Background: an optimization exercise with open tools, aiming at small area. Do not read the settings as production practice. In this exercise RTL edits were held to simulation tests only and were not proved equivalent to the original. Power and IR drop assume default switching activity.

### flow/flow/run.sh
#!/bin/bash
# The standard layout (standard.sh), with two changes to how it is made:
#  - synthesis maps the logic with the area-oriented ABC script in flow/abc_area.script
#    (a copy of ORFS's scripts folder is used, with only that file replaced);
#  - port buffering uses the smallest buffer, sky130_fd_sc_hd__buf_1.
# Every tool's output goes to the ORFS logs under orfs/logs, and the make output to standard.log.
set -euo pipefail
rm -rf scripts
cp -r "$FLOW_HOME/scripts" scripts
cp flow/abc_area.script scripts/abc_area.script
export SCRIPTS_DIR="$PWD/scripts"
export BUFFER_PORTS_ARGS="-buffer_cell sky130_fd_sc_hd__buf_1"
bash standard.sh > standard.log 2>&1
### flow/flow/abc_area.script
&get -n
&st
&deepsyn -T 60
&dch -f
&nf -p -R 1000 -F 8 -A 4
&put
topo
stime -c
### flow/standard.sh
#!/bin/bash
# synth_recipe.tcl (not shown) runs the flow's synth.tcl, then flattens the netlist and writes it again
# the make line also repeats each setting of config.mk as NAME=value (left out here)
make -C /OpenROAD-flow-scripts/flow DESIGN_CONFIG=/design/flow/config.mk WORK_HOME=/design/flow/orfs CLKGATE_MAP_FILE= SYNTH_SCRIPT=/design/flow/synth_recipe.tcl "${@:-finish}"
### flow/config.mk
export PLATFORM = sky130hd
export DESIGN_NAME = script_lexer
export DESIGN_NICKNAME = script_lexer
export VERILOG_FILES = /design/flow/design.v
export SDC_FILE = /design/flow/constraint.sdc
export NUM_CORES = 4
export LEC_CHECK = 0
export ABC_AREA = 1
export CAP_MARGIN = 20
export CORE_MARGIN = 2
export CORE_UTILIZATION = 40
export CTS_BUF_LIST = sky130_fd_sc_hd__clkbuf_8
export PLACE_DENSITY = 0.6
export SLEW_MARGIN = 20
### flow/constraint.sdc
create_clock -name core_clock -period 8.0 [get_ports {clk}]
set_input_delay 1.6000 -clock core_clock [delete_from_list [all_inputs] [get_ports {clk}]]
set_output_delay 1.6000 -clock core_clock [all_outputs]
set_load 0.01 [all_outputs]
### flow/design.v
  localparam [5:0] K_IDENT  = 6'd0;
  localparam [5:0] K_BOOL   = 6'd1;
  localparam [5:0] K_INT    = 6'd2;
  localparam [5:0] K_REAL   = 6'd3;
  localparam [5:0] K_STRING = 6'd4;
  localparam [5:0] K_ERROR  = 6'd5;
  localparam [5:0] K_DOTDOT = 6'd6;
  localparam [5:0] K_SINGLE = 6'd18;
  localparam [5:0] K_END    = 6'd35;
  localparam [2:0] OP_HOLD   = 3'd0;
  localparam [2:0] OP_INC    = 3'd1;
  localparam [2:0] OP_DEC    = 3'd5;
  localparam [2:0] OP_ADD    = 3'd3;
  localparam [2:0] OP_CLR    = 3'd4;
  localparam [2:0] OP_ONES   = 3'd7;
  localparam [2:0] OP_FIX    = 3'd6;
  localparam [5:0] M_IDLE      = 6'd19;
  localparam [5:0] M_ID_X      = 6'd57;
  localparam [5:0] M_ID_T      = 6'd2;
  localparam [5:0] M_ID_F      = 6'd3;
  localparam [5:0] M_STRING    = 6'd4;
  localparam [5:0] M_ZERO      = 6'd7;
  localparam [5:0] M_DEC_INT   = 6'd9;
  localparam [5:0] M_DEC_DOT   = 6'd11;
  localparam [5:0] M_DEC_DOTS  = 6'd10;
  localparam [5:0] M_FRAC      = 6'd14;
  localparam [5:0] M_EXP_E     = 6'd12;
  localparam [5:0] M_EXP_SIGN  = 6'd13;
  localparam [5:0] M_EXP_DIG   = 6'd8;
  localparam [5:0] M_GARBAGE   = 6'd28;
  localparam [5:0] M_TRAIL     = 6'd16;
  localparam [5:0] M_HEX_X     = 6'd17;
  localparam [5:0] M_HEX_DIG   = 6'd36;
  localparam [5:0] M_DD_INT    = 6'd20;
  localparam [5:0] M_DD_INTS   = 6'd21;
  localparam [5:0] M_STR_EMIT  = 6'd22;
  localparam [5:0] M_INIT      = 6'd23;
  localparam [5:0] M_EM_END    = 6'd35;
  localparam [5:0] M_H_ERR     = 6'd5;
  localparam [5:0] M_H_DD      = 6'd55;
  localparam [5:0] M_H_XOR     = 6'd24;
  localparam [5:0] M_H_TIL     = 6'd26;
  localparam [5:0] M_H_QM      = 6'd30;
  localparam [5:0] M_H_LP      = 6'd32;
  localparam [5:0] M_H_RP      = 6'd33;
  localparam [5:0] M_H_SEMI    = 6'd34;
  localparam [5:0] M_OP_DOT    = 6'd6;
  localparam [5:0] M_OP_PLUS   = 6'd51;
  localparam [5:0] M_OP_MINUS  = 6'd50;
  localparam [5:0] M_OP_STAR   = 6'd52;
  localparam [5:0] M_OP_SLASH  = 6'd62;
  localparam [5:0] M_OP_AMP    = 6'd58;
  localparam [5:0] M_OP_BAR    = 6'd53;
  localparam [5:0] M_OP_BANG   = 6'd54;
  localparam [5:0] M_OP_LT     = 6'd59;
  localparam [5:0] M_OP_GT     = 6'd60;
  localparam [5:0] M_OP_EQ     = 6'd61;
  localparam [5:0] M_OP_COL    = 6'd63;
module sl_front (
  input  logic [8:0] in_data,    
  output logic       eoi,
  output logic       qt,         
  output logic       dig,        
  output logic       hex,        
  output logic       idch,       
  output logic       idst,       
  output logic       at,         
  output logic       dot,        
  output logic       xx,         
  output logic       ee,         
  output logic       pm,         
  output logic       amp,        
  output logic       bar,        
  output logic       eq,         
  output logic       kw_r, kw_u, kw_e, kw_a, kw_l, kw_s,
  output logic [5:0] sfm         
);
  localparam [5:0] K_IDENT  = 6'd0;
  localparam [5:0] K_BOOL   = 6'd1;
  localparam [5:0] K_INT    = 6'd2;
  localparam [5:0] K_REAL   = 6'd3;
  localparam [5:0] K_STRING = 6'd4;
  localparam [5:0] K_ERROR  = 6'd5;
  localparam [5:0] K_DOTDOT = 6'd6;
  localparam [5:0] K_SINGLE = 6'd18;
  localparam [5:0] K_END    = 6'd35;
  localparam [2:0] OP_HOLD   = 3'd0;
  localparam [2:0] OP_INC    = 3'd1;
  localparam [2:0] OP_DEC    = 3'd5;
  localparam [2:0] OP_ADD    = 3'd3;
  localparam [2:0] OP_CLR    = 3'd4;
  localparam [2:0] OP_ONES   = 3'd7;
  localparam [2:0] OP_FIX    = 3'd6;
  localparam [5:0] M_IDLE      = 6'd19;
  localparam [5:0] M_ID_X      = 6'd57;
  localparam [5:0] M_ID_T      = 6'd2;
  localparam [5:0] M_ID_F      = 6'd3;
  localparam [5:0] M_STRING    = 6'd4;
  localparam [5:0] M_ZERO      = 6'd7;
  localparam [5:0] M_DEC_INT   = 6'd9;
  localparam [5:0] M_DEC_DOT   = 6'd11;
  localparam [5:0] M_DEC_DOTS  = 6'd10;
  localparam [5:0] M_FRAC      = 6'd14;
  localparam [5:0] M_EXP_E     = 6'd12;
  localparam [5:0] M_EXP_SIGN  = 6'd13;
  localparam [5:0] M_EXP_DIG   = 6'd8;
  localparam [5:0] M_GARBAGE   = 6'd28;
  localparam [5:0] M_TRAIL     = 6'd16;
  localparam [5:0] M_HEX_X     = 6'd17;
  localparam [5:0] M_HEX_DIG   = 6'd36;
  localparam [5:0] M_DD_INT    = 6'd20;
  localparam [5:0] M_DD_INTS   = 6'd21;
  localparam [5:0] M_STR_EMIT  = 6'd22;
  localparam [5:0] M_INIT      = 6'd23;
  localparam [5:0] M_EM_END    = 6'd35;
  localparam [5:0] M_H_ERR     = 6'd5;
  localparam [5:0] M_H_DD      = 6'd55;
  localparam [5:0] M_H_XOR     = 6'd24;
  localparam [5:0] M_H_TIL     = 6'd26;
  localparam [5:0] M_H_QM      = 6'd30;
  localparam [5:0] M_H_LP      = 6'd32;
  localparam [5:0] M_H_RP      = 6'd33;
  localparam [5:0] M_H_SEMI    = 6'd34;
  localparam [5:0] M_OP_DOT    = 6'd6;
  localparam [5:0] M_OP_PLUS   = 6'd51;
  localparam [5:0] M_OP_MINUS  = 6'd50;
  localparam [5:0] M_OP_STAR   = 6'd52;
  localparam [5:0] M_OP_SLASH  = 6'd62;
  localparam [5:0] M_OP_AMP    = 6'd58;
  localparam [5:0] M_OP_BAR    = 6'd53;
  localparam [5:0] M_OP_BANG   = 6'd54;
  localparam [5:0] M_OP_LT     = 6'd59;
  localparam [5:0] M_OP_GT     = 6'd60;
  localparam [5:0] M_OP_EQ     = 6'd61;
  localparam [5:0] M_OP_COL    = 6'd63;
  logic [7:0] c;
  logic       alpha;
  always_comb begin
    c     = in_data[8:1];
    eoi   = in_data[0];
    alpha = (c >= "a" && c <= "z") || (c >= "A" && c <= "Z");
    dig   = (c >= "0" && c <= "9");
    hex   = dig || (c >= "a" && c <= "f") || (c >= "A" && c <= "F");
    qt    = (c == "'");
    at    = (c == "@");
    dot   = (c == ".");
    xx    = (c == "x") || (c == "X");
    ee    = (c == "e") || (c == "E");
    pm    = (c == "+") || (c == "-");
    amp   = (c == "&");
    bar   = (c == "|");
    eq    = (c == "=");
    idch  = alpha || dig || (c == "_");
    idst  = alpha || (c == "_");
    kw_r  = (c == "r");
    kw_u  = (c == "u");
    kw_e  = (c == "e");
    kw_a  = (c == "a");
    kw_l  = (c == "l");
    kw_s  = (c == "s");
    case (c)
      " ", 8'h09, 8'h0A, 8'h0D: sfm = M_IDLE;
      "'":  sfm = M_STRING;
      "0":  sfm = M_ZERO;
      "t":  sfm = M_ID_T;
      "f":  sfm = M_ID_F;
      "@":  sfm = M_ID_X;
      ".":  sfm = M_OP_DOT;
      "&":  sfm = M_OP_AMP;
      "|":  sfm = M_OP_BAR;
      "=":  sfm = M_OP_EQ;
      "!":  sfm = M_OP_BANG;
      "<":  sfm = M_OP_LT;
      ">":  sfm = M_OP_GT;
      ":":  sfm = M_OP_COL;
      "+":  sfm = M_OP_PLUS;
      "-":  sfm = M_OP_MINUS;
      "*":  sfm = M_OP_STAR;
      "/":  sfm = M_OP_SLASH;
      "^":  sfm = M_H_XOR;
      "~":  sfm = M_H_TIL;
      "?":  sfm = M_H_QM;
      "(":  sfm = M_H_LP;
      ")":  sfm = M_H_RP;
      ";":  sfm = M_H_SEMI;
      default: sfm = dig ? M_DEC_INT : idst ? M_ID_X : M_H_ERR;
    endcase
  end
endmodule
module sl_back (
  input  logic        clk,
  input  logic        rst_n,
  input  logic        in_valid,
  output logic        in_stall,
  input  logic        eoi, qt, dig, hex, idch, idst, at, dot, xx, ee, pm, amp, bar, eq,
  input  logic        kw_r, kw_u, kw_e, kw_a, kw_l, kw_s,
  input  logic [5:0]  sfm,
  output logic        out_valid,
  input  logic        out_stall,
  output logic [54:0] out_data
);
  localparam [5:0] K_IDENT  = 6'd0;
  localparam [5:0] K_BOOL   = 6'd1;
  localparam [5:0] K_INT    = 6'd2;
  localparam [5:0] K_REAL   = 6'd3;
  localparam [5:0] K_STRING = 6'd4;
  localparam [5:0] K_ERROR  = 6'd5;
  localparam [5:0] K_DOTDOT = 6'd6;
  localparam [5:0] K_SINGLE = 6'd18;
  localparam [5:0] K_END    = 6'd35;
  localparam [2:0] OP_HOLD   = 3'd0;
  localparam [2:0] OP_INC    = 3'd1;
  localparam [2:0] OP_DEC    = 3'd5;
  localparam [2:0] OP_ADD    = 3'd3;
  localparam [2:0] OP_CLR    = 3'd4;
  localparam [2:0] OP_ONES   = 3'd7;
  localparam [2:0] OP_FIX    = 3'd6;
  localparam [5:0] M_IDLE      = 6'd19;
  localparam [5:0] M_ID_X      = 6'd57;
  localparam [5:0] M_ID_T      = 6'd2;
  localparam [5:0] M_ID_F      = 6'd3;
  localparam [5:0] M_STRING    = 6'd4;
  localparam [5:0] M_ZERO      = 6'd7;
  localparam [5:0] M_DEC_INT   = 6'd9;
  localparam [5:0] M_DEC_DOT   = 6'd11;
  localparam [5:0] M_DEC_DOTS  = 6'd10;
  localparam [5:0] M_FRAC      = 6'd14;
  localparam [5:0] M_EXP_E     = 6'd12;
  localparam [5:0] M_EXP_SIGN  = 6'd13;
  localparam [5:0] M_EXP_DIG   = 6'd8;
  localparam [5:0] M_GARBAGE   = 6'd28;
  localparam [5:0] M_TRAIL     = 6'd16;
  localparam [5:0] M_HEX_X     = 6'd17;
  localparam [5:0] M_HEX_DIG   = 6'd36;
  localparam [5:0] M_DD_INT    = 6'd20;
  localparam [5:0] M_DD_INTS   = 6'd21;
  localparam [5:0] M_STR_EMIT  = 6'd22;
  localparam [5:0] M_INIT      = 6'd23;
  localparam [5:0] M_EM_END    = 6'd35;
  localparam [5:0] M_H_ERR     = 6'd5;
  localparam [5:0] M_H_DD      = 6'd55;
  localparam [5:0] M_H_XOR     = 6'd24;
  localparam [5:0] M_H_TIL     = 6'd26;
  localparam [5:0] M_H_QM      = 6'd30;
  localparam [5:0] M_H_LP      = 6'd32;
  localparam [5:0] M_H_RP      = 6'd33;
  localparam [5:0] M_H_SEMI    = 6'd34;
  localparam [5:0] M_OP_DOT    = 6'd6;
  localparam [5:0] M_OP_PLUS   = 6'd51;
  localparam [5:0] M_OP_MINUS  = 6'd50;
  localparam [5:0] M_OP_STAR   = 6'd52;
  localparam [5:0] M_OP_SLASH  = 6'd62;
  localparam [5:0] M_OP_AMP    = 6'd58;
  localparam [5:0] M_OP_BAR    = 6'd53;
  localparam [5:0] M_OP_BANG   = 6'd54;
  localparam [5:0] M_OP_LT     = 6'd59;
  localparam [5:0] M_OP_GT     = 6'd60;
  localparam [5:0] M_OP_EQ     = 6'd61;
  localparam [5:0] M_OP_COL    = 6'd63;
  logic [15:0] P, L;                    
  logic [2:0]  ph;
  logic [5:0]  mode, mode_n;
  logic [2:0]  op_r, op0, op_now;
  logic [1:0]  kc;                      
  logic        cinp;                    
  logic        ovf, cy;
  logic        act, p1, l1;
  logic        emit, acc, stroff, fin;
  logic [5:0]  kind, km, pkm;
  logic        ext, dec, pair, kwm, bool_id, at_err, idle_grp, emit_st;
  logic [5:0]  ext_m, dec_m;
  assign act = (ph == 3'd0) && !ovf;
  assign p1  = &P;
  assign l1  = &L;
  always_comb begin
    bool_id = (mode == M_ID_T && L[2]) || (mode == M_ID_F && L[2] && L[0]);
    case (mode)
      M_H_DD:     km = K_DOTDOT;
      M_H_XOR:    km = K_SINGLE + 6'd6;
      M_H_TIL:    km = K_SINGLE + 6'd7;
      M_H_QM:     km = K_SINGLE + 6'd12;
      M_H_LP:     km = K_SINGLE + 6'd14;
      M_H_RP:     km = K_SINGLE + 6'd15;
      M_H_SEMI:   km = K_SINGLE + 6'd16;
      M_EM_END:   km = K_END;
      M_ID_X, M_ID_T, M_ID_F: km = bool_id ? K_BOOL : K_IDENT;
      M_ZERO, M_DEC_INT, M_HEX_DIG, M_DD_INT, M_DD_INTS: km = K_INT;
      M_FRAC, M_EXP_DIG: km = K_REAL;
      M_STR_EMIT: km = K_STRING;
      M_OP_AMP:   km = K_SINGLE + 6'd4;
      M_OP_BAR:   km = K_SINGLE + 6'd5;
      M_OP_EQ:    km = K_SINGLE + 6'd11;
      M_OP_BANG:  km = K_SINGLE + 6'd8;
      M_OP_LT:    km = K_SINGLE + 6'd9;
      M_OP_GT:    km = K_SINGLE + 6'd10;
      M_OP_COL:   km = K_SINGLE + 6'd13;
      M_OP_PLUS:  km = K_SINGLE + 6'd0;
      M_OP_MINUS: km = K_SINGLE + 6'd1;
      M_OP_STAR:  km = K_SINGLE + 6'd2;
      M_OP_SLASH: km = K_SINGLE + 6'd3;
      default:    km = K_ERROR;
    endcase
    pair = 1'b0;
    case (mode)
      M_OP_DOT:   begin pkm = K_DOTDOT;         pair = dot; end
      M_OP_AMP:   begin pkm = K_DOTDOT + 6'd1;  pair = amp; end
      M_OP_BAR:   begin pkm = K_DOTDOT + 6'd2;  pair = bar; end
      M_OP_EQ:    begin pkm = K_DOTDOT + 6'd3;  pair = eq;  end
      M_OP_BANG:  begin pkm = K_DOTDOT + 6'd4;  pair = eq;  end
      M_OP_LT:    begin pkm = K_DOTDOT + 6'd5;  pair = eq;  end
      M_OP_GT:    begin pkm = K_DOTDOT + 6'd6;  pair = eq;  end
      M_OP_COL:   begin pkm = K_DOTDOT + 6'd7;  pair = eq;  end
      M_OP_PLUS:  begin pkm = K_DOTDOT + 6'd8;  pair = eq;  end
      M_OP_MINUS: begin pkm = K_DOTDOT + 6'd9;  pair = eq;  end
      M_OP_STAR:  begin pkm = K_DOTDOT + 6'd10; pair = eq;  end
      M_OP_SLASH: begin pkm = K_DOTDOT + 6'd11; pair = eq;  end
      default:    pkm = K_DOTDOT;
    endcase
    pair = pair && !eoi;
    kwm = (mode == M_ID_T) ? ((L[1:0] == 2'd1 && kw_r) || (L[1:0] == 2'd2 && kw_u) ||
                              (L[1:0] == 2'd3 && kw_e))
                           : ((L[2:0] == 3'd1 && kw_a) || (L[2:0] == 3'd2 && kw_l) ||
                              (L[2:0] == 3'd3 && kw_s) || (L[2:0] == 3'd4 && kw_e));
    at_err  = at && !eoi;
    ext    = 1'b0;
    ext_m  = mode;
    dec    = 1'b0;
    dec_m  = M_STR_EMIT;
    case (mode)
      M_ID_X, M_ID_T, M_ID_F: begin
        ext   = idch;
        ext_m = (mode != M_ID_X && kwm) ? mode : M_ID_X;
        at_err = 1'b0;
      end
      M_STRING: begin
        ext = !qt;
        dec = qt;
        at_err = 1'b0;
      end
      M_ZERO, M_DEC_INT, M_FRAC, M_EXP_DIG: begin
        ext = 1'b1;
        if (mode == M_ZERO && xx) ext_m = M_HEX_X;
        else if (dig) ext_m = (mode == M_ZERO) ? M_DEC_INT : mode;
        else if (dot && (mode == M_ZERO || mode == M_DEC_INT)) ext_m = l1 ? M_DEC_DOTS : M_DEC_DOT;
        else if (ee && mode != M_EXP_DIG) ext_m = M_EXP_E;
        else if (idst) ext_m = M_TRAIL;
        else ext = 1'b0;
      end
      M_DEC_DOT, M_DEC_DOTS: begin
        dec   = dot;
        dec_m = (mode == M_DEC_DOTS) ? M_DD_INTS : M_DD_INT;
        ext   = idch;
        ext_m = dig ? M_FRAC : M_GARBAGE;
        at_err = 1'b0;
      end
      M_EXP_E, M_EXP_SIGN: begin
        ext   = dig || (pm && mode == M_EXP_E);
        ext_m = dig ? M_EXP_DIG : M_EXP_SIGN;
        at_err = 1'b0;
      end
      M_TRAIL: begin ext = idch; at_err = 1'b0; end
      M_GARBAGE: begin ext = idch || dot; at_err = 1'b0; end
      M_HEX_X, M_HEX_DIG: begin
        ext   = hex || dot || idch;
        ext_m = hex ? M_HEX_DIG : M_GARBAGE;
        at_err = 1'b0;
      end
      default: at_err = 1'b0;
    endcase
    if (eoi) begin
      ext = 1'b0;
      dec = 1'b0;
    end
  end
  always_comb begin
    idle_grp = (mode == M_IDLE) || (mode == M_EM_END);
    emit_st  = (mode == M_EM_END);
    mode_n   = mode;
    op0      = OP_HOLD;
    kc       = 2'd0;
    cinp     = 1'b0;
    emit     = 1'b0;
    acc      = 1'b0;
    stroff   = 1'b0;
    fin      = 1'b0;
    kind     = km;
    if (idle_grp) begin
      emit = emit_st;
      fin  = (mode == M_EM_END);
      if (!(emit && out_stall)) begin
        if (in_valid) begin
          acc    = 1'b1;
          mode_n = eoi ? M_EM_END : sfm;
          op0    = (mode == M_EM_END) ? OP_CLR : OP_ADD;
          kc     = eoi ? 2'd0 : 2'd1;
        end else if (emit) begin
          mode_n = M_IDLE;
          op0    = (mode == M_EM_END) ? OP_CLR : OP_HOLD;
        end
      end
    end else if (mode == M_DD_INT || mode == M_DD_INTS || mode == M_STR_EMIT) begin
      emit   = 1'b1;
      stroff = (mode == M_STR_EMIT);
      if (!out_stall) begin
        mode_n = (mode == M_STR_EMIT) ? M_IDLE : M_H_DD;
        op0    = OP_ADD;
        kc     = (mode == M_STR_EMIT) ? 2'd1 : 2'd2;
        cinp   = (mode != M_DD_INT);
      end
    end else if (mode == M_INIT) begin
      mode_n = M_IDLE;
      op0    = OP_CLR;
    end else if (in_valid) begin
      if (ext) begin
        acc    = 1'b1;
        mode_n = ext_m;
        op0    = OP_INC;
      end else if (dec) begin
        acc    = 1'b1;
        mode_n = dec_m;
        op0    = OP_DEC;
      end else begin
        emit = 1'b1;
        kind = pair ? pkm : at_err ? K_ERROR : km;
        if (!out_stall) begin
          acc    = 1'b1;
          mode_n = pair ? M_IDLE : eoi ? M_EM_END : sfm;
          op0    = OP_ADD;
          kc     = (eoi && !pair) ? 2'd0 : 2'd1;
        end
      end
    end
  end
  assign out_valid = act && emit;
  assign in_stall  = !(act && acc);
  assign out_data  = {kind, P, P + {15'd0, stroff && !p1},
                      L[15:2], L[1] | (pair && emit), L[0] && !(pair && emit), fin};
  logic       cin_now;
  logic [2:0] padd;
  logic [2:0] ladd;
  logic [1:0] pw, lw;
  logic       cy_n;
  always_comb begin
    if (ovf)
      op_now = OP_FIX;
    else if (ph == 3'd0)
      op_now = (op0 == OP_ADD && p1) ? OP_ONES : op0;
    else
      op_now = op_r;
    if (ph == 3'd0)
      cin_now = (op_now == OP_INC) ? !l1 : (op_now == OP_ADD) ? cinp : 1'b0;
    else
      cin_now = cy;
    padd = {1'b0, (op_now == OP_ADD) ? P[1:0] : L[1:0]} +
           {1'b0, (op_now == OP_ADD) ? L[1:0] : (op_now == OP_DEC) ? 2'd3 : 2'd0} +
           {2'b00, cin_now};
    ladd = padd;
    pw   = P[1:0];
    lw   = L[1:0];
    cy_n = 1'b0;
    case (op_now)
      OP_INC, OP_DEC: begin
        lw   = ladd[1:0];
        cy_n = ladd[2];
      end
      OP_ADD: begin
        pw   = padd[1:0];
        lw   = (ph == 3'd0) ? kc : 2'd0;
        cy_n = padd[2];
      end
      OP_CLR: begin
        pw = 2'd0;
        lw = (ph == 3'd0) ? kc : 2'd0;
      end
      OP_ONES: begin
        pw = 2'd3;
        lw = (ph == 3'd0) ? kc : 2'd0;
      end
      OP_FIX: pw = 2'd3;
      default: ;
    endcase
  end
  always_ff @(posedge clk) begin
    P  <= {pw, P[15:2]};
    L  <= {lw, L[15:2]};
    cy <= cy_n;
    if (ph == 3'd0) op_r <= op_now;
  end
  always_ff @(posedge clk) begin
    if (!rst_n) begin
      ph   <= 3'd0;
      mode <= M_INIT;
      ovf  <= 1'b0;
    end else begin
      ph <= ph + 3'd1;
      if (act) mode <= mode_n;
      if (ph == 3'd7) ovf <= !ovf && (op_now == OP_ADD) && padd[2];
    end
  end
endmodule
module script_lexer (
  input  logic        clk,
  input  logic        rst_n,
  input  logic        in_valid,
  output logic        in_stall,
  input  logic [8:0]  in_data,    
  output logic        out_valid,
  input  logic        out_stall,
  output logic [54:0] out_data    
);
  logic       eoi, qt, dig, hex, idch, idst, at, dot, xx, ee, pm, amp, bar, eq;
  logic       kw_r, kw_u, kw_e, kw_a, kw_l, kw_s;
  logic [5:0] sfm;
  sl_front u_front (
    .in_data(in_data), .eoi(eoi), .qt(qt), .dig(dig), .hex(hex), .idch(idch), .idst(idst),
    .at(at), .dot(dot), .xx(xx), .ee(ee), .pm(pm), .amp(amp), .bar(bar), .eq(eq),
    .kw_r(kw_r), .kw_u(kw_u), .kw_e(kw_e), .kw_a(kw_a), .kw_l(kw_l), .kw_s(kw_s), .sfm(sfm)
  );
  sl_back u_back (
    .clk(clk), .rst_n(rst_n), .in_valid(in_valid), .in_stall(in_stall),
    .eoi(eoi), .qt(qt), .dig(dig), .hex(hex), .idch(idch), .idst(idst), .at(at), .dot(dot),
    .xx(xx), .ee(ee), .pm(pm), .amp(amp), .bar(bar), .eq(eq),
    .kw_r(kw_r), .kw_u(kw_u), .kw_e(kw_e), .kw_a(kw_a), .kw_l(kw_l), .kw_s(kw_s), .sfm(sfm),
    .out_valid(out_valid), .out_stall(out_stall), .out_data(out_data)
  );
endmodule
==> flow_metrics.tcl, run 1 <==
set metrics [dict create \
    core_region_area_um2 7650 \
    grt_max_degree 23 \
    reg2reg_depth 24 \
    fin_tns_setup_ns 0 \
    antenna_found_initial 0 \
    critPathKind "input port to flip-flop" \
    fmax_ghz 0.136 \
    cts_max_path_buffers 2 \
    cts_setup_buffers 0 \
    root_buffer "clkbuf_8" \
    final_antenna_net_count 0 \
    initial_core_util 0.410 \
    critical_path_buf_inv_count 2 \
    syn_inst 424 \
    grt_pass1_vias 3257 \
    cts_hold_buf 0 \
    mostFrequentLayoutCells "buf_1 (69), nor2_1 (54), nand2_1 (45)" \
    critPathTopFamily "simple AND/OR/NAND/NOR gates" \
    ctsResizeCount 0 \
    grt_overflow 0 \
    ys_seq_area_frac 0.303 \
    dpl.hpwl_um 7780 \
    fin_crit_sh 0.922 \
    area_delta_synth_final_pct 13.3 \
    track_usage 0.236 \
    cts_max_level 2 \
    leakage_nw 1.25 \
    via_count 3603 \
    boundaryPins 70 \
    p_comb_frac 0.437 \
    placed_area_um2 3450 \
    drt_iter0_markers 416 \
    drive_gt1_frac 0.0224 \
    p_sw_frac 0.451 \
    pwr-share-seq 0.404 \
    critPathArrivalTime_ns 7.56 \
    synth_seq_cells 46 \
    hold_violations 0 \
    synth_edf_count 3 \
    drt-pass1-iter-count 5 \
    path_clk_slew_ns 0.07 \
    worst_slew_pin_slew_ns 0.725 \
    wl_per_cell_um 17.0 \
    cp.depth 26 \
    skew_ns 0.00891 \
    rsz0062_at_grt "false" \
    cp-start-kind "input port" \
    max_stage_delay_ns 0.52 \
    postLayoutSetupSlackWorst_ns 0.623 \
    clkPwrFrac 0.159 \
    relSlewSlack 0.516 \
    crit_slowest_cell "or4b_1" \
    die_y_um 92.5 \
    outcome "complete, no violations" \
    dieArea_um2 8560 \
    cts_tree "built" \
    crit_top_cell "nor2_1" \
    syn_area_um2 3140 \
    maxSlewViolCount 0 \
    hold_path_depth 0 \
    rows 32 \
    met1_usage 0.312 \
    p_per_area_nw_per_um2 289 \
    final_area_um2 3550 \
    worstPathRequired_ns 8.18 \
    dp.cells 585 \
    layout.cells.non_filler 593 \
    p_int_uw 563 \
    die_w_um 92.5 \
    drc 0 \
    dpl_worst_slack_ns 0.499 \
    final_common_cell "buf_1" \
    clock_latency_ns 0.30 \
    grtUsageMet2 0.377 \
    worstSetupEndpointType "flip-flop" \
    n_fill_cell 802 \
    async_flop_share 0 \
    maxCapViolations 0 \
    antenna_cells 0 \
    syn_nets 444 \
    met3_usage 0.0374 \
    synth_top_flop_cell "dfxtp_1" \
    drt-vias-per-instance 6.08 \
    layout.nets 510 \
    grt_pass1_wl_um 16300 \
    fin_crit_ns 7.38 \
    numCtsBuffers 5 \
    place.gp.congestion 1.01 \
    cp_max_fo 13 \
    cts.sink_count 46 \
    drt_wl_total_um 10100 \
    yosysWarnings 2 \
    power_switching_uw 463 \
    syn_avg_cell_area_um2 7.40 \
    setup_viol 0 \
    yosys.cell_types.count 53 \
    grt_busiest_layer "met2" \
    io_buffers 69 \
    max-vdd-ir-drop_v 0.0000917 \
    hold_path_class "flip-flop to flip-flop" \
]
## state kept, by name, indices dropped and copies added (netlist names)
name         count
u_back.cy        1
u_back.mode      6
u_back.ph        3
u_back.op_r      3
u_back.L        16
u_back.P        16
u_back.ovf       1
## area by class of cell
class / instances / area [um^2] / share of cell area
Inverter: 15 / 56.3 / 0.0158
Sequential cell: 46 / 951 / 0.268
Tap cell: 102 / 128 / 0.0359
Multi-Input combinational cell: 348 / 2020 / 0.567
Clock buffer: 5 / 68.8 / 0.0194
Timing Repair Buffer: 74 / 297 / 0.0835
Clock inverter: 3 / 37.5 / 0.0106
## power by group through the flow
stage / Combinational (mW) / Sequential (mW) / Clock [mW]
after floorplan: 0.296 / 0.413 / 0
final: 0.448 / 0.415 / 0.163
after CTS: 0.443 / 0.416 / 0.168
after global routing: 0.495 / 0.432 / 0.178
after global placement: 0.438 / 0.418 / 0
after detailed placement: 0.440 / 0.421 / 0
## final timing paths
path,from,end,slack (ns)
setup / recovery,in_data[2],u_back.L[15],0.62
hold / removal,u_back.L[6],u_back.L[4],0.37
setup reg to reg,u_back.mode[3],u_back.L[15],1.86
hold reg to reg,u_back.L[6],u_back.L[4],0.37
## cell families (layout without fill, tap and decap cells)
group | Yosys count | count (layout) | synth area share
muxes | 2 | 2 | 0.00678
xor gates and xnor gates | 13 | 13 | 0.0363
and+or+nand+nor | 211 | 211 | 0.332
buffers and inverters | 30 | 97 | 0.0539
adders and majority gates | 7 | 7 | 0.0327
AOI/OAI and AO/OA | 115 | 115 | 0.235
DFF | 46 | 46 | 0.303
## cells in the mapped netlist, types with 2 or more instances
master | instances | area [um^2]
a2111oi_0 | 2 | 17.5
a21o_1 | 3 | 22.5
a41oi_1 | 4 | 35.0
ha_1 | 5 | 62.6
or4_1 | 2 | 15.0
nor2b_1 | 9 | 56.3
o31ai_1 | 5 | 37.5
nand3_1 | 23 | 115
a22oi_1 | 2 | 15.0
nor3_1 | 20 | 100
a21oi_1 | 24 | 120
nand3b_1 | 4 | 30.0
xnor2_1 | 9 | 78.8
or3_1 | 3 | 18.8
nor2_1 | 54 | 203
and3_1 | 7 | 43.8
clkinv_1 | 15 | 56.3
nand2_1 | 45 | 169
nand2b_1 | 15 | 93.8
and2_0 | 7 | 43.8
o32a_1 | 2 | 20.0
o211ai_1 | 8 | 60.1
o22ai_1 | 2 | 12.5
nor4_1 | 4 | 25.0
o21ai_0 | 31 | 155
a211oi_1 | 3 | 22.5
or2_0 | 5 | 31.3
fa_1 | 2 | 40.0
edfxtp_1 | 3 | 90.1
dfxtp_1 | 43 | 861
buf_4 | 15 | 113
a31oi_1 | 14 | 87.6
nand4_1 | 8 | 50.1
xor2_1 | 4 | 35.0
a32oi_1 | 2 | 17.5
a21boi_0 | 3 | 22.5
## layer usage
layer	routed length (um)	vias to the layer above
li1	-	1692
met1	4300	1676
met5	0	-
met2	4550	203
met4	418	0
met3	833	32
## per-stage QoR
stage          hold slack, ns  total power [mW]  utilization
3_5_place_dp            0.359             0.861        0.451
3_3_place_gp            0.362             0.856        0.451
5_1_grt                 0.382              1.10        0.465
6_report                0.367              1.03        0.465
4_1_cts                 0.370              1.03        0.465
2_1_floorplan           0.351             0.709            -
## worst register-to-register path, cell delays in order, from the launching register on
cell and delay (ns):
dfxtp_1 0.80, nor2b_1 0.32, nand2_1 0.17, nor2_1 0.09, a211oi_1 0.26, nor2_1 0.09
nand2_1 0.11, nand3_1 0.23, o21ai_0 0.22, a31oi_1 0.13, a41oi_1 0.24, and2_0 0.25
nor2_1 0.08, or2_0 0.25, o211ai_1 0.13, nor2_1 0.10, a211o_1 0.32, nor2_1 0.15
o21ai_0 0.23, nor2_1 0.44, a21oi_1 0.17, fa_1 0.44, clkinv_1 0.07, fa_1 0.43
a221o_1 0.32
==> inputs of run 2 (changes only) <==
--- a/flow/design.v
+++ b/flow/design.v
@@ -14,48 +14,48 @@
   localparam [2:0] OP_CLR    = 3'd4;
   localparam [2:0] OP_ONES   = 3'd7;
   localparam [2:0] OP_FIX    = 3'd6;
-  localparam [5:0] M_IDLE      = 6'd19;
-  localparam [5:0] M_ID_X      = 6'd57;
-  localparam [5:0] M_ID_T      = 6'd2;
-  localparam [5:0] M_ID_F      = 6'd3;
-  localparam [5:0] M_STRING    = 6'd4;
-  localparam [5:0] M_ZERO      = 6'd7;
-  localparam [5:0] M_DEC_INT   = 6'd9;
-  localparam [5:0] M_DEC_DOT   = 6'd11;
-  localparam [5:0] M_DEC_DOTS  = 6'd10;
-  localparam [5:0] M_FRAC      = 6'd14;
-  localparam [5:0] M_EXP_E     = 6'd12;
-  localparam [5:0] M_EXP_SIGN  = 6'd13;
-  localparam [5:0] M_EXP_DIG   = 6'd8;
-  localparam [5:0] M_GARBAGE   = 6'd28;
-  localparam [5:0] M_TRAIL     = 6'd16;
-  localparam [5:0] M_HEX_X     = 6'd17;
-  localparam [5:0] M_HEX_DIG   = 6'd36;
-  localparam [5:0] M_DD_INT    = 6'd20;
-  localparam [5:0] M_DD_INTS   = 6'd21;
-  localparam [5:0] M_STR_EMIT  = 6'd22;
-  localparam [5:0] M_INIT      = 6'd23;
+  localparam [5:0] M_IDLE      = 6'd1;
+  localparam [5:0] M_INIT      = 6'd9;
+  localparam [5:0] M_ID_X      = 6'd0;
+  localparam [5:0] M_ID_T      = 6'd8;
+  localparam [5:0] M_ID_F      = 6'd16;
+  localparam [5:0] M_STRING    = 6'd37;
+  localparam [5:0] M_ZERO      = 6'd2;
+  localparam [5:0] M_DEC_INT   = 6'd10;
+  localparam [5:0] M_DEC_DOT   = 6'd45;
+  localparam [5:0] M_DEC_DOTS  = 6'd53;
+  localparam [5:0] M_FRAC      = 6'd3;
+  localparam [5:0] M_EXP_E     = 6'd61;
+  localparam [5:0] M_EXP_SIGN  = 6'd7;
+  localparam [5:0] M_EXP_DIG   = 6'd11;
+  localparam [5:0] M_GARBAGE   = 6'd15;
+  localparam [5:0] M_TRAIL     = 6'd39;
+  localparam [5:0] M_HEX_X     = 6'd47;
+  localparam [5:0] M_HEX_DIG   = 6'd42;
+  localparam [5:0] M_DD_INT    = 6'd50;
+  localparam [5:0] M_DD_INTS   = 6'd58;
+  localparam [5:0] M_STR_EMIT  = 6'd4;
   localparam [5:0] M_EM_END    = 6'd35;
   localparam [5:0] M_H_ERR     = 6'd5;
-  localparam [5:0] M_H_DD      = 6'd55;
+  localparam [5:0] M_H_DD      = 6'd6;
   localparam [5:0] M_H_XOR     = 6'd24;
-  localparam [5:0] M_H_TIL     = 6'd26;
+  localparam [5:0] M_H_TIL     = 6'd25;
   localparam [5:0] M_H_QM      = 6'd30;
   localparam [5:0] M_H_LP      = 6'd32;
   localparam [5:0] M_H_RP      = 6'd33;
   localparam [5:0] M_H_SEMI    = 6'd34;
-  localparam [5:0] M_OP_DOT    = 6'd6;
-  localparam [5:0] M_OP_PLUS   = 6'd51;
-  localparam [5:0] M_OP_MINUS  = 6'd50;
-  localparam [5:0] M_OP_STAR   = 6'd52;
-  localparam [5:0] M_OP_SLASH  = 6'd62;
-  localparam [5:0] M_OP_AMP    = 6'd58;
-  localparam [5:0] M_OP_BAR    = 6'd53;
-  localparam [5:0] M_OP_BANG   = 6'd54;
-  localparam [5:0] M_OP_LT     = 6'd59;
-  localparam [5:0] M_OP_GT     = 6'd60;
-  localparam [5:0] M_OP_EQ     = 6'd61;
-  localparam [5:0] M_OP_COL    = 6'd63;
+  localparam [5:0] M_OP_DOT    = 6'd13;
+  localparam [5:0] M_OP_PLUS   = 6'd18;
+  localparam [5:0] M_OP_MINUS  = 6'd19;
+  localparam [5:0] M_OP_STAR   = 6'd20;
+  localparam [5:0] M_OP_SLASH  = 6'd21;
+  localparam [5:0] M_OP_AMP    = 6'd22;
+  localparam [5:0] M_OP_BAR    = 6'd23;
+  localparam [5:0] M_OP_BANG   = 6'd26;
+  localparam [5:0] M_OP_LT     = 6'd27;
+  localparam [5:0] M_OP_GT     = 6'd28;
+  localparam [5:0] M_OP_EQ     = 6'd29;
+  localparam [5:0] M_OP_COL    = 6'd31;
 module sl_front (
   input  logic [8:0] in_data,    
   output logic       eoi,
@@ -91,48 +91,48 @@
   localparam [2:0] OP_CLR    = 3'd4;
   localparam [2:0] OP_ONES   = 3'd7;
   localparam [2:0] OP_FIX    = 3'd6;
-  localparam [5:0] M_IDLE      = 6'd19;
-  localparam [5:0] M_ID_X      = 6'd57;
-  localparam [5:0] M_ID_T      = 6'd2;
-  localparam [5:0] M_ID_F      = 6'd3;
-  localparam [5:0] M_STRING    = 6'd4;
-  localparam [5:0] M_ZERO      = 6'd7;
-  localparam [5:0] M_DEC_INT   = 6'd9;
-  localparam [5:0] M_DEC_DOT   = 6'd11;
-  localparam [5:0] M_DEC_DOTS  = 6'd10;
-  localparam [5:0] M_FRAC      = 6'd14;
-  localparam [5:0] M_EXP_E     = 6'd12;
-  localparam [5:0] M_EXP_SIGN  = 6'd13;
-  localparam [5:0] M_EXP_DIG   = 6'd8;
-  localparam [5:0] M_GARBAGE   = 6'd28;
-  localparam [5:0] M_TRAIL     = 6'd16;
-  localparam [5:0] M_HEX_X     = 6'd17;
-  localparam [5:0] M_HEX_DIG   = 6'd36;
-  localparam [5:0] M_DD_INT    = 6'd20;
-  localparam [5:0] M_DD_INTS   = 6'd21;
-  localparam [5:0] M_STR_EMIT  = 6'd22;
-  localparam [5:0] M_INIT      = 6'd23;
+  localparam [5:0] M_IDLE      = 6'd1;
+  localparam [5:0] M_INIT      = 6'd9;
+  localparam [5:0] M_ID_X      = 6'd0;
+  localparam [5:0] M_ID_T      = 6'd8;
+  localparam [5:0] M_ID_F      = 6'd16;
+  localparam [5:0] M_STRING    = 6'd37;
+  localparam [5:0] M_ZERO      = 6'd2;
+  localparam [5:0] M_DEC_INT   = 6'd10;
+  localparam [5:0] M_DEC_DOT   = 6'd45;
+  localparam [5:0] M_DEC_DOTS  = 6'd53;
+  localparam [5:0] M_FRAC      = 6'd3;
+  localparam [5:0] M_EXP_E     = 6'd61;
+  localparam [5:0] M_EXP_SIGN  = 6'd7;
+  localparam [5:0] M_EXP_DIG   = 6'd11;
+  localparam [5:0] M_GARBAGE   = 6'd15;
+  localparam [5:0] M_TRAIL     = 6'd39;
+  localparam [5:0] M_HEX_X     = 6'd47;
+  localparam [5:0] M_HEX_DIG   = 6'd42;
+  localparam [5:0] M_DD_INT    = 6'd50;
+  localparam [5:0] M_DD_INTS   = 6'd58;
+  localparam [5:0] M_STR_EMIT  = 6'd4;
   localparam [5:0] M_EM_END    = 6'd35;
   localparam [5:0] M_H_ERR     = 6'd5;
-  localparam [5:0] M_H_DD      = 6'd55;
+  localparam [5:0] M_H_DD      = 6'd6;
   localparam [5:0] M_H_XOR     = 6'd24;
-  localparam [5:0] M_H_TIL     = 6'd26;
+  localparam [5:0] M_H_TIL     = 6'd25;
   localparam [5:0] M_H_QM      = 6'd30;
   localparam [5:0] M_H_LP      = 6'd32;
   localparam [5:0] M_H_RP      = 6'd33;
   localparam [5:0] M_H_SEMI    = 6'd34;
-  localparam [5:0] M_OP_DOT    = 6'd6;
-  localparam [5:0] M_OP_PLUS   = 6'd51;
-  localparam [5:0] M_OP_MINUS  = 6'd50;
-  localparam [5:0] M_OP_STAR   = 6'd52;
-  localparam [5:0] M_OP_SLASH  = 6'd62;
-  localparam [5:0] M_OP_AMP    = 6'd58;
-  localparam [5:0] M_OP_BAR    = 6'd53;
-  localparam [5:0] M_OP_BANG   = 6'd54;
-  localparam [5:0] M_OP_LT     = 6'd59;
-  localparam [5:0] M_OP_GT     = 6'd60;
-  localparam [5:0] M_OP_EQ     = 6'd61;
-  localparam [5:0] M_OP_COL    = 6'd63;
+  localparam [5:0] M_OP_DOT    = 6'd13;
+  localparam [5:0] M_OP_PLUS   = 6'd18;
+  localparam [5:0] M_OP_MINUS  = 6'd19;
+  localparam [5:0] M_OP_STAR   = 6'd20;
+  localparam [5:0] M_OP_SLASH  = 6'd21;
+  localparam [5:0] M_OP_AMP    = 6'd22;
+  localparam [5:0] M_OP_BAR    = 6'd23;
+  localparam [5:0] M_OP_BANG   = 6'd26;
+  localparam [5:0] M_OP_LT     = 6'd27;
+  localparam [5:0] M_OP_GT     = 6'd28;
+  localparam [5:0] M_OP_EQ     = 6'd29;
+  localparam [5:0] M_OP_COL    = 6'd31;
   logic [7:0] c;
   logic       alpha;
   always_comb begin
@@ -215,48 +215,48 @@
   localparam [2:0] OP_CLR    = 3'd4;
   localparam [2:0] OP_ONES   = 3'd7;
   localparam [2:0] OP_FIX    = 3'd6;
-  localparam [5:0] M_IDLE      = 6'd19;
-  localparam [5:0] M_ID_X      = 6'd57;
-  localparam [5:0] M_ID_T      = 6'd2;
-  localparam [5:0] M_ID_F      = 6'd3;
-  localparam [5:0] M_STRING    = 6'd4;
-  localparam [5:0] M_ZERO      = 6'd7;
-  localparam [5:0] M_DEC_INT   = 6'd9;
-  localparam [5:0] M_DEC_DOT   = 6'd11;
-  localparam [5:0] M_DEC_DOTS  = 6'd10;
-  localparam [5:0] M_FRAC      = 6'd14;
-  localparam [5:0] M_EXP_E     = 6'd12;
-  localparam [5:0] M_EXP_SIGN  = 6'd13;
-  localparam [5:0] M_EXP_DIG   = 6'd8;
-  localparam [5:0] M_GARBAGE   = 6'd28;
-  localparam [5:0] M_TRAIL     = 6'd16;
-  localparam [5:0] M_HEX_X     = 6'd17;
-  localparam [5:0] M_HEX_DIG   = 6'd36;
-  localparam [5:0] M_DD_INT    = 6'd20;
-  localparam [5:0] M_DD_INTS   = 6'd21;
-  localparam [5:0] M_STR_EMIT  = 6'd22;
-  localparam [5:0] M_INIT      = 6'd23;
+  localparam [5:0] M_IDLE      = 6'd1;
+  localparam [5:0] M_INIT      = 6'd9;
+  localparam [5:0] M_ID_X      = 6'd0;
+  localparam [5:0] M_ID_T      = 6'd8;
+  localparam [5:0] M_ID_F      = 6'd16;
+  localparam [5:0] M_STRING    = 6'd37;
+  localparam [5:0] M_ZERO      = 6'd2;
+  localparam [5:0] M_DEC_INT   = 6'd10;
+  localparam [5:0] M_DEC_DOT   = 6'd45;
+  localparam [5:0] M_DEC_DOTS  = 6'd53;
+  localparam [5:0] M_FRAC      = 6'd3;
+  localparam [5:0] M_EXP_E     = 6'd61;
+  localparam [5:0] M_EXP_SIGN  = 6'd7;
+  localparam [5:0] M_EXP_DIG   = 6'd11;
+  localparam [5:0] M_GARBAGE   = 6'd15;
+  localparam [5:0] M_TRAIL     = 6'd39;
+  localparam [5:0] M_HEX_X     = 6'd47;
+  localparam [5:0] M_HEX_DIG   = 6'd42;
+  localparam [5:0] M_DD_INT    = 6'd50;
+  localparam [5:0] M_DD_INTS   = 6'd58;
+  localparam [5:0] M_STR_EMIT  = 6'd4;
   localparam [5:0] M_EM_END    = 6'd35;
   localparam [5:0] M_H_ERR     = 6'd5;
-  localparam [5:0] M_H_DD      = 6'd55;
+  localparam [5:0] M_H_DD      = 6'd6;
   localparam [5:0] M_H_XOR     = 6'd24;
-  localparam [5:0] M_H_TIL     = 6'd26;
+  localparam [5:0] M_H_TIL     = 6'd25;
   localparam [5:0] M_H_QM      = 6'd30;
   localparam [5:0] M_H_LP      = 6'd32;
   localparam [5:0] M_H_RP      = 6'd33;
   localparam [5:0] M_H_SEMI    = 6'd34;
-  localparam [5:0] M_OP_DOT    = 6'd6;
-  localparam [5:0] M_OP_PLUS   = 6'd51;
-  localparam [5:0] M_OP_MINUS  = 6'd50;
-  localparam [5:0] M_OP_STAR   = 6'd52;
-  localparam [5:0] M_OP_SLASH  = 6'd62;
-  localparam [5:0] M_OP_AMP    = 6'd58;
-  localparam [5:0] M_OP_BAR    = 6'd53;
-  localparam [5:0] M_OP_BANG   = 6'd54;
-  localparam [5:0] M_OP_LT     = 6'd59;
-  localparam [5:0] M_OP_GT     = 6'd60;
-  localparam [5:0] M_OP_EQ     = 6'd61;
-  localparam [5:0] M_OP_COL    = 6'd63;
+  localparam [5:0] M_OP_DOT    = 6'd13;
+  localparam [5:0] M_OP_PLUS   = 6'd18;
+  localparam [5:0] M_OP_MINUS  = 6'd19;
+  localparam [5:0] M_OP_STAR   = 6'd20;
+  localparam [5:0] M_OP_SLASH  = 6'd21;
+  localparam [5:0] M_OP_AMP    = 6'd22;
+  localparam [5:0] M_OP_BAR    = 6'd23;
+  localparam [5:0] M_OP_BANG   = 6'd26;
+  localparam [5:0] M_OP_LT     = 6'd27;
+  localparam [5:0] M_OP_GT     = 6'd28;
+  localparam [5:0] M_OP_EQ     = 6'd29;
+  localparam [5:0] M_OP_COL    = 6'd31;
   logic [15:0] P, L;                    
   logic [2:0]  ph;
   logic [5:0]  mode, mode_n;
--- a/flow/flow/run.sh
+++ b/flow/flow/run.sh
@@ -10,4 +10,5 @@
 cp flow/abc_area.script scripts/abc_area.script
 export SCRIPTS_DIR="$PWD/scripts"
 export BUFFER_PORTS_ARGS="-buffer_cell sky130_fd_sc_hd__buf_1"
+export SYNTH_INSBUF=0
 bash standard.sh > standard.log 2>&1
==> flow/flow/abc_area.script (replaced) <==
&get -n
&st
&deepsyn -J 200 -T 240
&dch -f
&nf -p -R 1000 -F 16 -A 8 -C 32
&put
topo
stime -c
==> flow_metrics.tcl, run 2 <==
set metrics [dict create \
    crit_slowest_cell "fa_1" \
    antenna_found_initial 0 \
    n_fill_cell 699 \
    synth_edf_count 3 \
    syn_nets 388 \
    fin_tns_setup_ns 0 \
    drt_wl_total_um 8700 \
    synth_seq_cells 46 \
    syn_inst 368 \
    grt_pass1_vias 2898 \
    dieArea_um2 7740 \
    fin_crit_sh 0.934 \
    hold_violations 0 \
    critical_path_buf_inv_count 4 \
    leakage_nw 1.22 \
    place.gp.congestion 0.948 \
    cp_max_fo 7 \
    path_clk_slew_ns 0.09 \
    grt_pass1_wl_um 14000 \
    syn_area_um2 2820 \
    cts.sink_count 46 \
    drt-vias-per-instance 5.82 \
    worst_slew_pin_slew_ns 0.851 \
    final_common_cell "buf_1" \
    track_usage 0.227 \
    core_region_area_um2 6790 \
    critPathTopFamily "simple AND/OR/NAND/NOR gates" \
    top_regs "u_back.L: 16 flops, u_back.P: 16 flops, u_back.mode: 6 flops" \
    worstPathRequired_ns 8.19 \
    drt_iter0_markers 274 \
    initial_core_util 0.415 \
    clock_latency_ns 0.30 \
    antenna_cells 0 \
    drc 0 \
    fin_crit_ns 7.47 \
    mostFrequentLayoutCells "buf_1 (68), nor2_1 (46), dfxtp_1 (43)" \
    cts_hold_buf 0 \
    yosys.cell_types.count 51 \
    layout.cells.non_filler 552 \
    critPathArrivalTime_ns 7.66 \
    maxSlewViolCount 0 \
    wl_per_cell_um 15.8 \
    ys_seq_area_frac 0.337 \
    async_flop_share 0 \
    fmax_ghz 0.134 \
    synth_top_area_share 0.305 \
    numCtsBuffers 5 \
    dpl.hpwl_um 6710 \
    synth.most_common_cell "nor2_1" \
    netlist_top_cells_area "dfxtp_1 (31%), nor2_1 (6.3%), nand2_1 (5.5%)" \
    max-vdd-ir-drop_v 0.0000721 \
    synthTopCellsByCount "nor2_1 (47), dfxtp_1 (43), nand2_1 (41)" \
    rrSetupSlack_ns 2.88 \
    setup_viol 0 \
    worstSetupEndpointType "flip-flop" \
    yosysWarnings 2 \
    via_count 3211 \
    p_total_uw 821 \
    synth_top_flop_cell "dfxtp_1" \
    grt_max_degree 19 \
    drt-pass1-iter-count 6 \
    p_per_area_nw_per_um2 239 \
    area_delta_synth_final_pct 21.7 \
    dp.cells 543 \
    die_w_um 88.0 \
    max_stage_delay_ns 0.44 \
    skew_ns 0.00858 \
    relSlewSlack 0.428 \
    die_y_um 88.0 \
    outcome "complete, no violations" \
    cp-start-kind "input port" \
    root_buffer "clkbuf_8" \
    cts_tree "built" \
    boundaryPins 70 \
    io_buffers 69 \
    syn_avg_cell_area_um2 7.67 \
    final_util 0.505 \
    cts_max_level 2 \
    yosys.area.top_type "dfxtp_1" \
    hold_ws_ns 0.369 \
    rows 30 \
    hold_path_class "flip-flop to flip-flop" \
    final_antenna_net_count 0 \
    drive_gt1_frac 0.0702 \
    layout.nets 475 \
    cts_max_path_buffers 2 \
    maxCapViolations 0 \
    grt_overflow 0 \
    critPathKind "input port to flip-flop" \
]
-- run 2: repair_timing --
| item | in CTS | in global routing |
|---|---|---|
| endpoints found under the setup margin | 0 | 7 |
| gates resized for setup | 0 | 18 |
| buffers inserted | 0 | 1 |
-- run 2: area by class of cell --
| class | count | area [um^2] | area share |
|---|---|---|---|
| Sequential cell | 46 | 951 | 0.277 |
| Clock inverter | 3 | 17.5 | 0.00510 |
| Inverter | 14 | 52.6 | 0.0153 |
| Tap cell | 96 | 120 | 0.0350 |
| Multi-Input combinational cell | 308 | 1880 | 0.548 |
| Clock buffer | 5 | 68.8 | 0.0200 |
| Timing Repair Buffer | 80 | 343 | 0.0999 |
-- run 2: per-stage QoR --
stage               setup slack [ns]  area [um^2]
finish                         0.526         3430
global route                -0.00397         3430
CTS                            0.340         3360
detailed placement            0.0360         3280
global placement               0.370         3280
floorplan                      0.787         2820
-- run 2: worst paths after layout --
| path | start | to | cells past startpoint |
|---|---|---|---|
| setup reg to reg | u_back.mode[2] | u_back.P[15] | 22 |
| hold / removal | u_back.L[13] | u_back.L[11] | 0 |
| setup / recovery | in_data[6] | u_back.P[15] | 34 |
| hold reg to reg | u_back.L[13] | u_back.L[11] | 0 |
-- run 2: cells by family (layout without fill, tap and decap cells) --
group | count (synthesis) | count (layout) | share of synthesized area
xor gates and xnor gates | 12 | 12 | 0.0373
buffers and inverters | 14 | 102 | 0.0186
AOI/OAI and AO/OA | 96 | 96 | 0.220
DFF | 46 | 46 | 0.337
muxes | 2 | 2 | 0.00754
adders and majority gates | 7 | 7 | 0.0364
and+or+nand+nor | 191 | 191 | 0.343
-- run 2: report_power, final --
part / switching, mW / total, mW / leakage [nW] / internal, mW
combinational: 0.175 / 0.286 / 0.786 / 0.111
sequential: 0.0912 / 0.396 / 0.384 / 0.305
clock: 0.0788 / 0.139 / 0.0493 / 0.0604
-- run 2: worst reg2reg max path, delay by kind of cell (launching register included) --
kind / cells / cell delay, ns
flops: 1 / 0.64
compound gates: 5 / 1.16
simple gates: 11 / 1.80
fa+ha+maj: 2 / 0.86
buf+inv: 4 / 0.53
-- run 2: routing by layer --
layer,track usage,routed length [um]
met1,0.331,4060
met2,0.342,3750
met3,0.0368,724
met4,0.0727,164
met5,0,0
==> inputs of run 3 (changes only) <==
--- a/flow/config.mk
+++ b/flow/config.mk
@@ -10,5 +10,6 @@
 export CORE_MARGIN = 2
 export CORE_UTILIZATION = 40
 export CTS_BUF_LIST = sky130_fd_sc_hd__clkbuf_8
+export GPL_TIMING_DRIVEN = 0
 export PLACE_DENSITY = 0.6
 export SLEW_MARGIN = 20
==> flow_metrics.tcl, run 3 <==
set metrics [dict create \
    rows 30 \
    yosysWarnings 2 \
    p_int_uw 477 \
    n_fill_cell 708 \
    cp-start-kind "input port" \
    wl_per_cell_um 15.5 \
    grt_pass1_vias 2796 \
    p_per_area_nw_per_um2 243 \
    syn_inst 368 \
    die_y_um 88.0 \
    synth_seq_cells 46 \
    core_region_area_um2 6790 \
    pwr-share-seq 0.479 \
    maxSlewViolCount 0 \
    synth.most_common_cell "nor2_1" \
    p_sw_frac 0.425 \
    worstPathRequired_ns 8.20 \
    antenna_cells 0 \
    syn_avg_cell_area_um2 7.67 \
    setup_viol 0 \
    path_clk_slew_ns 0.10 \
    synth_top_area_share 0.305 \
    syn_area_um2 2820 \
    grt_max_degree 19 \
    cts.sink_count 46 \
    ys_seq_area_frac 0.337 \
    track_usage 0.215 \
    crit_slowest_cell "fa_1" \
    via_count 3116 \
    synth_top_flop_cell "dfxtp_1" \
    cp_max_fo 11 \
    p_comb_frac 0.343 \
    r2r_end "u_back.P[15]" \
    initial_core_util 0.415 \
    grt_pass1_wl_um 13400 \
    root_buffer "clkbuf_8" \
    max-vdd-ir-drop_v 0.0000871 \
    r2r-start "u_back.mode[2]" \
    layout.nets 469 \
    drc 0 \
    drt_wl_total_um 8470 \
    rrSetupSlack_ns 2.90 \
    startpoint "in_data[1]" \
    area_delta_synth_final_pct 20.9 \
    top_regs "u_back.L: 16 flops, u_back.P: 16 flops, u_back.mode: 6 flops" \
    io_buffers 69 \
    power_switching_uw 353 \
    syn_nets 388 \
    drt_iter0_markers 209 \
    fin_crit_ns 7.60 \
    leakage_nw 1.21 \
    multiInputGateArea_um2 1890 \
    dpl_worst_slack_ns -0.626 \
    rsz0062_at_grt "true" \
    critPathKind "input port to flip-flop" \
    final_antenna_net_count 0 \
    cts_tree "built" \
    hold_ws_ns 0.369 \
    worstSetupEndpointType "flip-flop" \
    cts_max_level 2 \
    hold_violations 0 \
    clock_latency_ns 0.30 \
    yosys.cell_types.count 51 \
    skew_ns 0.00836 \
    reg2reg_depth 22 \
    mostFrequentLayoutCells "buf_1 (63), nor2_1 (46), dfxtp_1 (43)" \
    drt-pass1-iter-count 5 \
    p_total_uw 829 \
    drive_gt1_frac 0.0711 \
    antenna_found_initial 0 \
    hold_path_class "flip-flop to flip-flop" \
    outcome "complete, no violations" \
    cp-endpoint "u_back.P[15]" \
    critPathArrivalTime_ns 7.79 \
    postLayoutSetupSlackWorst_ns 0.404 \
    final_common_cell "buf_1" \
    place.gp.congestion 0.919 \
    cts_hold_buf 0 \
    worst_slew_pin_slew_ns 0.860 \
    fin_crit_sh 0.949 \
    async_flop_share 0 \
    clkPwrFrac 0.178 \
    relSlewSlack 0.425 \
    numCtsBuffers 5 \
    maxCapViolations 0 \
    cts_max_path_buffers 2 \
    max_stage_delay_ns 0.44 \
    boundaryPins 70 \
    dieArea_um2 7740 \
    synth_edf_count 3 \
    ff_latch_area_um2 951 \
    fmax_ghz 0.132 \
    yosys.area.top_type "dfxtp_1" \
    netlist_top_cells_area "dfxtp_1 (31%), nor2_1 (6.3%), nand2_1 (5.5%)" \
    grt_overflow 0 \
    dpl.hpwl_um 6440 \
    synthTopCellsByCount "nor2_1 (47), dfxtp_1 (43), nand2_1 (41)" \
    fin_tns_setup_ns 0 \
    drt-vias-per-instance 5.71 \
    die_w_um 88.0 \
]
==> run 3: cell counts after synthesis <==
No cell type changed its count.
==> run 3: routing by layer <==
layer,global-route usage,part of all wire,vias to the layer above
li1,-,-,1540
met1,0.297,0.47,1440
met2,0.353,0.46,134
met3,0.0462,0.075,2
met4,0.0350,0.0034,0
met5,0,0,-
==> run 3: cell type report <==
class / count / area share
multi-input combinational: 308 / 0.555
sequential: 46 / 0.279
timing repair buffer: 74 / 0.0891
tap: 96 / 0.0352
clock buffer: 5 / 0.0202
inverter: 14 / 0.0154
clock inverter: 3 / 0.00660
==> run 3: logic make-up (layout without fill, tap and decap cells) <==
logic type	Yosys count	after routing	synth area share
simple gates	191	191	0.343
compound gates	96	96	0.220
flops	46	46	0.337
buf+inv	14	96	0.0186
xor+xnor	12	12	0.0373
fa+ha+maj	7	7	0.0364
mux	2	2	0.00754
==> run 3: power groups by stage <==
stage / logic (mW) / clock network, mW / registers [mW]
2_1_floorplan: 0.141 / 0 / 0.406
3_5_place_dp: 0.271 / 0 / 0.402
4_1_cts: 0.275 / 0.151 / 0.398
6_report: 0.285 / 0.148 / 0.397
3_3_place_gp: 0.268 / 0 / 0.401
5_1_grt: 0.317 / 0.162 / 0.412
==> run 3: worst min path at each step <==
stage,endpoint,startpoint,slack (ns),cells past startpoint
after floorplan,u_back.L[12],u_back.L[14],0.39,0
after global placement,u_back.L[11],u_back.L[13],0.36,0
after detailed placement,u_back.L[11],u_back.L[13],0.36,0
after CTS,u_back.L[11],u_back.L[13],0.37,0
after global routing,u_back.L[4],u_back.L[6],0.38,0
final,u_back.L[11],u_back.L[13],0.37,0
==> run 3: worst max-delay path, delay by kind of cell <==
kind | cells | cell delay [ns]
buffers and inverters | 4 | 0.48
AND/OR/NAND/NOR | 17 | 2.76
adder cells (fa/ha/maj) | 2 | 0.88
AO/OA/AOI/OAI | 10 | 2.05
==> run 3: timing repair <==
action / 4_1_cts / 5_1_grt
endpoints found under the hold margin: 0 / 0
setup endpoints to repair: 2 / 15
gates resized for setup: 4 / 21
setup buffers: 0 / 5
pin swaps: 0 / 2
==> run 3: stage by stage <==
stage	instances	instance area, um^2	utilization
global route	546	3410	0.502
CTS	541	3320	0.488
finish	546	3410	0.502
floorplan	368	2820	-
detailed placement	533	3200	0.471
global placement	533	3200	0.471
==> inputs of run 4 (changes only) <==
--- a/flow/flow/run.sh
+++ b/flow/flow/run.sh
@@ -10,5 +10,4 @@
 cp flow/abc_area.script scripts/abc_area.script
 export SCRIPTS_DIR="$PWD/scripts"
 export BUFFER_PORTS_ARGS="-buffer_cell sky130_fd_sc_hd__buf_1"
-export SYNTH_INSBUF=0
 bash standard.sh > standard.log 2>&1
--- a/flow/config.mk
+++ b/flow/config.mk
@@ -10,6 +10,5 @@
 export CORE_MARGIN = 2
 export CORE_UTILIZATION = 40
 export CTS_BUF_LIST = sky130_fd_sc_hd__clkbuf_8
-export GPL_TIMING_DRIVEN = 0
 export PLACE_DENSITY = 0.6
 export SLEW_MARGIN = 20
==> flow_metrics.tcl, run 4 <==
set metrics [dict create \
    die_w_um 89.6 \
    max_stage_delay_ns 0.44 \
    drt-vias-per-instance 5.69 \
    via_count 3180 \
    cp.depth 36 \
    clock_latency_ns 0.31 \
    dieArea_um2 8040 \
    synthTopCellsByCount "nor2_1 (47), dfxtp_1 (43), nand2_1 (41)" \
    critPathKind "input port to flip-flop" \
    p_total_uw 830 \
    async_flop_share 0 \
    final_util 0.481 \
    synth.most_common_cell "nor2_1" \
    fmax_ghz 0.135 \
    final_antenna_net_count 0 \
    final_area_um2 3450 \
    critical_path_buf_inv_count 6 \
    io_buffers 69 \
    final_common_cell "buf_1" \
    drc 0 \
    placed_area_um2 3310 \
    critPathArrivalTime_ns 7.61 \
    syn_nets 403 \
    crit_slowest_cell "fa_1" \
    n_fill_cell 778 \
    cts_max_level 2 \
    outcome "complete, no violations" \
    track_usage 0.211 \
    hold_path_depth 0 \
    fin_crit_sh 0.927 \
    critPathTopFamily "simple AND/OR/NAND/NOR gates" \
    drt_iter0_markers 185 \
    worst_slew_pin_slew_ns 0.666 \
    max-vdd-ir-drop_v 0.000111 \
    cts_max_path_buffers 2 \
    syn_inst 383 \
    die_y_um 89.6 \
    synth_top_flop_cell "dfxtp_1" \
    path_clk_slew_ns 0.11 \
    fin_crit_ns 7.41 \
    synth_top_area_share 0.293 \
    netlist_top_cells_area "dfxtp_1 (29%), nor2_1 (6.0%), nand2_1 (5.2%)" \
    yosysWarnings 2 \
    drt-pass1-iter-count 5 \
    mostFrequentLayoutCells "buf_1 (67), nor2_1 (46), dfxtp_1 (43)" \
    root_buffer "clkbuf_8" \
    maxSlewViolCount 0 \
    antenna_cells 0 \
    fin_tns_setup_ns 0 \
    cts.sink_count 46 \
    rows 31 \
    synth_edf_count 3 \
    ys_seq_area_frac 0.324 \
    drt_wl_total_um 8840 \
    postLayoutSetupSlackWorst_ns 0.588 \
    place.gp.congestion 0.913 \
    antenna_found_initial 0 \
    layout.nets 479 \
    cts_tree "built" \
    hold_path_class "flip-flop to flip-flop" \
    worstSetupEndpointType "flip-flop" \
    skew_ns 0.0162 \
    multiInputGateArea_um2 1850 \
    grt_pass1_vias 2673 \
    syn_avg_cell_area_um2 7.66 \
    worstPathRequired_ns 8.19 \
    cp-start-kind "input port" \
    drive_gt1_frac 0.0696 \
    dpl.hpwl_um 6820 \
    top_regs "u_back.L: 16 flops, u_back.P: 16 flops, u_back.mode: 6 flops" \
    numCtsBuffers 5 \
    reg2reg_depth 23 \
    grt_overflow 0 \
    wl_per_cell_um 15.8 \
    dp.cells 550 \
    setup_viol 0 \
    boundaryPins 70 \
    yosys.cell_types.count 52 \
    core_region_area_um2 7180 \
    relSlewSlack 0.552 \
    area_delta_synth_final_pct 17.6 \
    hold_ws_ns 0.365 \
    grt_max_degree 19 \
    cp_max_fo 8 \
    rsz0062_at_grt "false" \
    leakage_nw 1.23 \
    hold_violations 0 \
    synth_seq_cells 46 \
    dpl_worst_slack_ns 0.157 \
    layout.cells.non_filler 559 \
    yosys.area.top_type "dfxtp_1" \
    initial_core_util 0.409 \
    maxCapViolations 0 \
    ff_latch_area_um2 951 \
    grt_pass1_wl_um 13300 \
    syn_area_um2 2930 \
    p_per_area_nw_per_um2 241 \
]
==> run 4: changes by cell type after synthesis, sizes merged <==
cell,change
buf,+15
==> run 4: cell families after synthesis <==
family	share of synthesized area
flops	0.324
fa+ha+maj	0.0350
mux	0.00725
xor+xnor	0.0358
buf+inv	0.0563
simple gates	0.330
compound gates	0.212
==> run 4: worst reg2reg max path, cell delays in order (launching register included) <==
cell	delay, ns
dfxtp_1	0.64
clkinv_1	0.25
nor2_1	0.36
or2_0	0.22
nor4b_1	0.07
o21ai_0	0.12
nand3_1	0.15
or2_0	0.27
nand2b_1	0.16
clkinv_1	0.10
nor2_1	0.12
nand2_1	0.08
nand2_1	0.10
nor2_1	0.08
a221oi_2	0.30
buf_4	0.20
clkinv_1	0.13
nor3_2	0.17
a21oi_1	0.09
fa_1	0.44
clkinv_1	0.06
fa_1	0.42
nor4_1	0.30
nor3_1	0.08
==> run 4: power breakdown <==
group | internal (mW) | total (mW) | switching, mW
Sequential | 0.304 | 0.395 | 0.0902
Combinational | 0.110 | 0.283 | 0.173
Clock | 0.0633 | 0.153 | 0.0893
==> run 4: metal layers <==
layer	global-route usage	share of wire	up-vias	wire [um]
met5	0	0	-	0
met4	0.0556	0.011	0	99
met3	0.0329	0.051	9	449
met2	0.308	0.44	97	3890
met1	0.322	0.50	1513	4410
li1	-	-	1561	-
==> run 4: final timing paths <==
check | slack (ns) | to | start
worst min register to register | 0.36 | u_back.L[11] | u_back.L[13]
worst max register to register | 2.99 | u_back.P[15] | u_back.mode[2]
worst max-delay path | 0.59 | u_back.P[15] | in_data[4]
worst min-delay path | 0.36 | u_back.L[11] | u_back.L[13]
==> run 4: timing repair <==
item / CTS / global route
hold buffers: 0 / 0
setup endpoints to repair: 0 / 5
resized for setup: 0 / 11
buffers inserted: 0 / 1
==> run 4: final cells by class <==
type | count | share of cell area
timing repair buffer | 84 | 0.108
inverter | 14 | 0.0152
multi-input combinational | 308 | 0.538
tap | 99 | 0.0359
sequential | 46 | 0.276
clock inverter | 3 | 0.00725
clock buffer | 5 | 0.0199

## static timing again, ports no longer ideal
In the flow no input, the clock included, has a driving cell. The finished layouts below were timed again as built, in two steps. Step 1 sets driving cells, clkbuf_16 on the clock port and buf_2 on the other inputs (assumed; they add their load-dependent delay and slew). Step 2 times the ports against the registers' clock, not the clock port: input delays grow and output delays shrink by t, the midpoint of the rising clock arrivals with the driver on. a / b / c = no drivers / after step 1 / after step 2; a / b = the first two.
run | t (ns) | setup slack, ns | slew at the worst register clock pin (ns) | worst slew at a driven data input, ns
run 1 | 0.320 | 0.623 / 0.631 / 0.311 | 0.08 / 0.08 | 0.03
run 2 | 0.328 | 0.526 / 0.536 / 0.209 | 0.09 / 0.09 | 0.03
run 3 | 0.328 | 0.404 / 0.411 / 0.083 | 0.10 / 0.10 | 0.03
run 4 | 0.333 | 0.588 / 0.584 / 0.251 | 0.11 / 0.11 | 0.03
After both steps setup and hold are still met in every run listed. The setup slack of run 4, which loses most, moves by -0.004 ns with the drivers and by -0.337 ns with both steps.
